Source: an optimization exercise on an open RTL-to-GDS flow (aim: small area). Production flows keep margins and buffers that such runs may drop. Function was checked by simulation only, so behaviour that the tests miss may differ from the original.

==> flow/design.v <==
module glm_rd_streamer #(
    parameter int MAX_OUTSTANDING = 64,
    parameter int CNT_W           = 32
) (
    input  logic             clk,
    input  logic             reset,
    input  logic             start,
    input  logic [41:0]      base_addr,
    input  logic [CNT_W-1:0] num_lines,
    input  logic             c0TxAlmFull,
    output logic [74:0]      c0Tx,
    input  logic [542:0]     c0Rx,
    output logic             rd_valid,
    output logic [511:0]     rd_data,
    output logic [15:0]      rd_tag,
    output logic             busy,
    output logic             done,
    output logic [31:0]      stat_almfull_cycles
);
    localparam int OW = $clog2(MAX_OUTSTANDING) + 1;
    logic             r_busy, r_done, r_first, r_valid, r_rd_valid;
    logic [41:0]      r_addr;
    logic [15:0]      r_tag;
    logic [CNT_W-1:0] r_rem;
    logic [OW-1:0]    r_out;
    logic [511:0]     r_rd_data;
    logic [15:0]      r_rd_tag;
    logic w_accept, w_more, w_issue, w_rsp, w_idle0, w_bump;
    always_comb begin
        w_accept = start && !r_busy;
        w_more   = r_rem != '0;
        w_issue  = r_busy && w_more && !c0TxAlmFull && r_out < OW'(MAX_OUTSTANDING);
        w_rsp    = r_busy && c0Rx[2] && c0Rx[534:531] == 4'h0;
        w_idle0  = !w_more && r_out == '0;    
        w_bump   = w_issue && !r_first;
    end
    always_ff @(posedge clk) begin
        if (reset) begin
            r_busy     <= 1'b0;
            r_done     <= 1'b0;
            r_valid    <= 1'b0;
            r_rd_valid <= 1'b0;
        end else begin
            if (w_accept) begin
                r_busy <= num_lines != '0;
                r_done <= num_lines == '0;
            end else if (r_busy && w_idle0) begin
                r_busy <= 1'b0;
                r_done <= 1'b1;
            end
            r_valid    <= w_issue;
            r_rd_valid <= w_rsp;
        end
    end
    always_ff @(posedge clk) begin
        if (!r_busy) begin
            r_rem   <= num_lines;
            r_addr  <= base_addr;
            r_tag   <= '0;
            r_first <= 1'b1;
            r_out   <= '0;
        end else begin
            r_rem   <= r_rem - CNT_W'(w_issue);
            r_addr  <= r_addr + 42'(w_bump);
            r_tag   <= r_tag + 16'(w_bump);
            if (w_issue) r_first <= 1'b0;
            r_out   <= r_out + OW'(w_issue) - OW'(w_rsp);
        end
    end
    always_ff @(posedge clk) begin
        r_rd_data <= c0Rx[514:3];
        r_rd_tag  <= c0Rx[530:515];
    end
    logic [31:0] r_stat;
    always_ff @(posedge clk) begin
        if (reset || w_accept) r_stat <= '0;
        else if (r_busy && w_more && c0TxAlmFull && r_stat != '1) r_stat <= r_stat + 32'd1;
    end
    assign stat_almfull_cycles = r_stat;
    assign c0Tx     = {16'h0, r_addr, r_tag, r_valid};
    assign rd_valid = r_rd_valid;
    assign rd_data  = r_rd_data;
    assign rd_tag   = r_rd_tag;
    assign busy     = r_busy;
    assign done     = r_done;
endmodule
clock: 5.0 ns
lec_check: 0
cap_margin: 20
core_area: 5 5 355 355
die_area: 0 0 360 360
slew_margin: 20
standard.sh (not shown) runs the stock make flow with config.mk's settings and CLKGATE_MAP_FILE= SYNTH_SCRIPT=/design/flow/synth_recipe.tcl, a recipe that flattens the netlist after the stock synthesis.
==> flow/flow/run.sh <==
#!/bin/bash
set -euo pipefail
bash standard.sh \
  "BUFFER_PORTS_ARGS=-buffer_cell sky130_fd_sc_hd__buf_1" \
  "CTS_ARGS=-sink_clustering_enable -repair_clock_nets -dont_use_dummy_load" \
  finish > standard_make.log 2>&1
Edit:
--- a/flow/flow/run.sh
+++ b/flow/flow/run.sh
@@ -5 +5,2 @@
-  "CTS_ARGS=-sink_clustering_enable -repair_clock_nets -dont_use_dummy_load" \
+  "PLACE_PINS_ARGS=-min_distance 1 -min_distance_in_tracks" \
+  "CTS_ARGS=-sink_clustering_enable -repair_clock_nets -dont_use_dummy_load -buf_list {sky130_fd_sc_hd__clkbuf_4 sky130_fd_sc_hd__clkbuf_8} -sink_clustering_size 20 -sink_clustering_max_diameter 60" \
- CORE_AREA: 5 5 355 355 -> 5 5 195 195
- DIE_AREA: 0 0 360 360 -> 0 0 200 200
Effect: Now the flow aborted during 5_1_grt on GRT-0116. Area after synthesis is unchanged. Synthesized cell count stays the same.
Edit:
--- a/flow/flow/run.sh
+++ b/flow/flow/run.sh
@@ -5 +4,0 @@
-  "PLACE_PINS_ARGS=-min_distance 1 -min_distance_in_tracks" \
- CORE_AREA: 5 5 195 195 -> 5 5 355 355
- DIE_AREA: 0 0 200 200 -> 0 0 360 360
With this change the flow finished with timing, DRC and antenna clean.
Synthesized cell count is unchanged.
Synthesized area is unchanged.

---

## lagoon
// glm_rd_streamer: RTL as listed in full above, without the edits since
export LEC_CHECK = 0
export CAP_MARGIN = 20
export CORE_AREA = 5 5 355 355
export DIE_AREA = 0 0 360 360
export SLEW_MARGIN = 20
create_clock -name core_clock -period 5.0 [get_ports {clk}]
run.sh (not shown) runs the stock make flow with config.mk's settings and CLKGATE_MAP_FILE= SYNTH_SCRIPT=/design/flow/synth_recipe.tcl, a recipe that flattens the netlist after the stock synthesis.
Stock flow here: none of the scripts above is used.
Setup changes, lagoon to maple
- a change of DIE_AREA from 0 0 360 360 to 0 0 220 220
- a change of CORE_AREA from 5 5 355 355 to 5 5 215 215
==> flow/flow/run.sh (new file) <==
#!/bin/bash
set -euo pipefail
bash standard.sh \
  "BUFFER_PORTS_ARGS=-buffer_cell sky130_fd_sc_hd__buf_1" \
  "PLACE_PINS_ARGS=-min_distance 1 -min_distance_in_tracks" \
  "CTS_ARGS=-sink_clustering_enable -repair_clock_nets -dont_use_dummy_load -buf_list {sky130_fd_sc_hd__clkbuf_4 sky130_fd_sc_hd__clkbuf_8} -sink_clustering_size 20 -sink_clustering_max_diameter 60" \
  finish > standard_make.log 2>&1
==> flow/standard.sh (new file) <==
#!/bin/bash
# synth_recipe.tcl (not shown) runs the flow's synth.tcl, then flattens the netlist and writes it again
# the make line also repeats each setting of config.mk as NAME=value (left out here)
make -C /OpenROAD-flow-scripts/flow DESIGN_CONFIG=/design/flow/config.mk WORK_HOME=/design/flow/orfs CLKGATE_MAP_FILE= SYNTH_SCRIPT=/design/flow/synth_recipe.tcl "${@:-finish}"
removed: flow/run.sh
Findings:
- maple: aborted in global routing (tool error)
- Summary of maple over lagoon: synthesized area has remained practically unchanged, number of levels the H-tree was split into has decreased, post-CTS setup buffer count has remained practically unchanged, worst setup slack before clock tree synthesis has decreased, routability-driven placement congestion ratio has increased.
- Of maple and lagoon, the run reporting the lower height of the die was maple.
- Summary of maple over lagoon: cell row count saw a decrease, instance area at placement has decreased.
- Sort maple and lagoon by width of the die asc -> top: maple
- lagoon → maple: HPWL after detailed placement moved down; synthesized cell count level.
--- input diff maple..fjord ---
- swapping 0 0 220 220 for 0 0 280 170 in DIE_AREA
- swapping 5 5 215 215 for 5 5 275 165 in CORE_AREA
Notes after the runs:
- Flow for fjord halted at global routing, error code GRT-0116.
- The HPWL after detailed placement in fjord is 0.832 times that in maple.
- Area of the mapped netlist: fjord vs maple identical
- Gate count after technology mapping: maple vs fjord identical
- Between fjord and maple, the parity-gate share of the synthesized area counting xor and xnor cells figures differ only marginally.
- NOTE chip width maple->fjord increased by more than a quarter
- Min number of buffers added by the clock tree synthesis step across fjord and maple: fjord
- From maple to fjord the numbers moved as follows: async set-or-reset flop fraction in the synthesized netlist ~0 delta; vertical die dimension dropped about 23%; post-CTS setup repair buffer count neither gained nor lost much.

==> re-timing with driven ports <==
In the flow no input, the clock included, has a driving cell. The finished layouts below were timed again as built, in two steps.
Step 1: set_driving_cell puts a clkbuf_16 on clk and a buf_2 on each other input, an assumption about the parent block.
Step 2 moves the port delays by t, midway between the first and last clock arrival at a register: inputs arrive t later, outputs are due t later. That takes back most of the time a late clock gives input paths.
a / b / c = no drivers / after step 1 / after step 2; a / b = the first two.
run | t (ns) | setup slack, ns | hold slack, ns | clock arrival spread, ns | cell pins on the clock port's net
the first run of note 1 | 0.703 | 0.727 / 0.727 / 0.727 | 0.414 / 0.387 / 0.452 | 0.051 / 0.051 | 1
the third run of note 1 | 0.778 | 0.657 / 0.657 / 0.657 | 0.288 / 0.264 / 0.446 | 0.133 / 0.134 | 1
lagoon | 0.722 | 0.974 / 0.974 / 0.911 | 0.447 / 0.447 / 0.447 | 0.046 / 0.047 | 1
After both steps every run listed still meets setup and hold. The setup slack of lagoon, which loses most, moves by 0.000 ns with the drivers and by -0.063 ns with both steps.
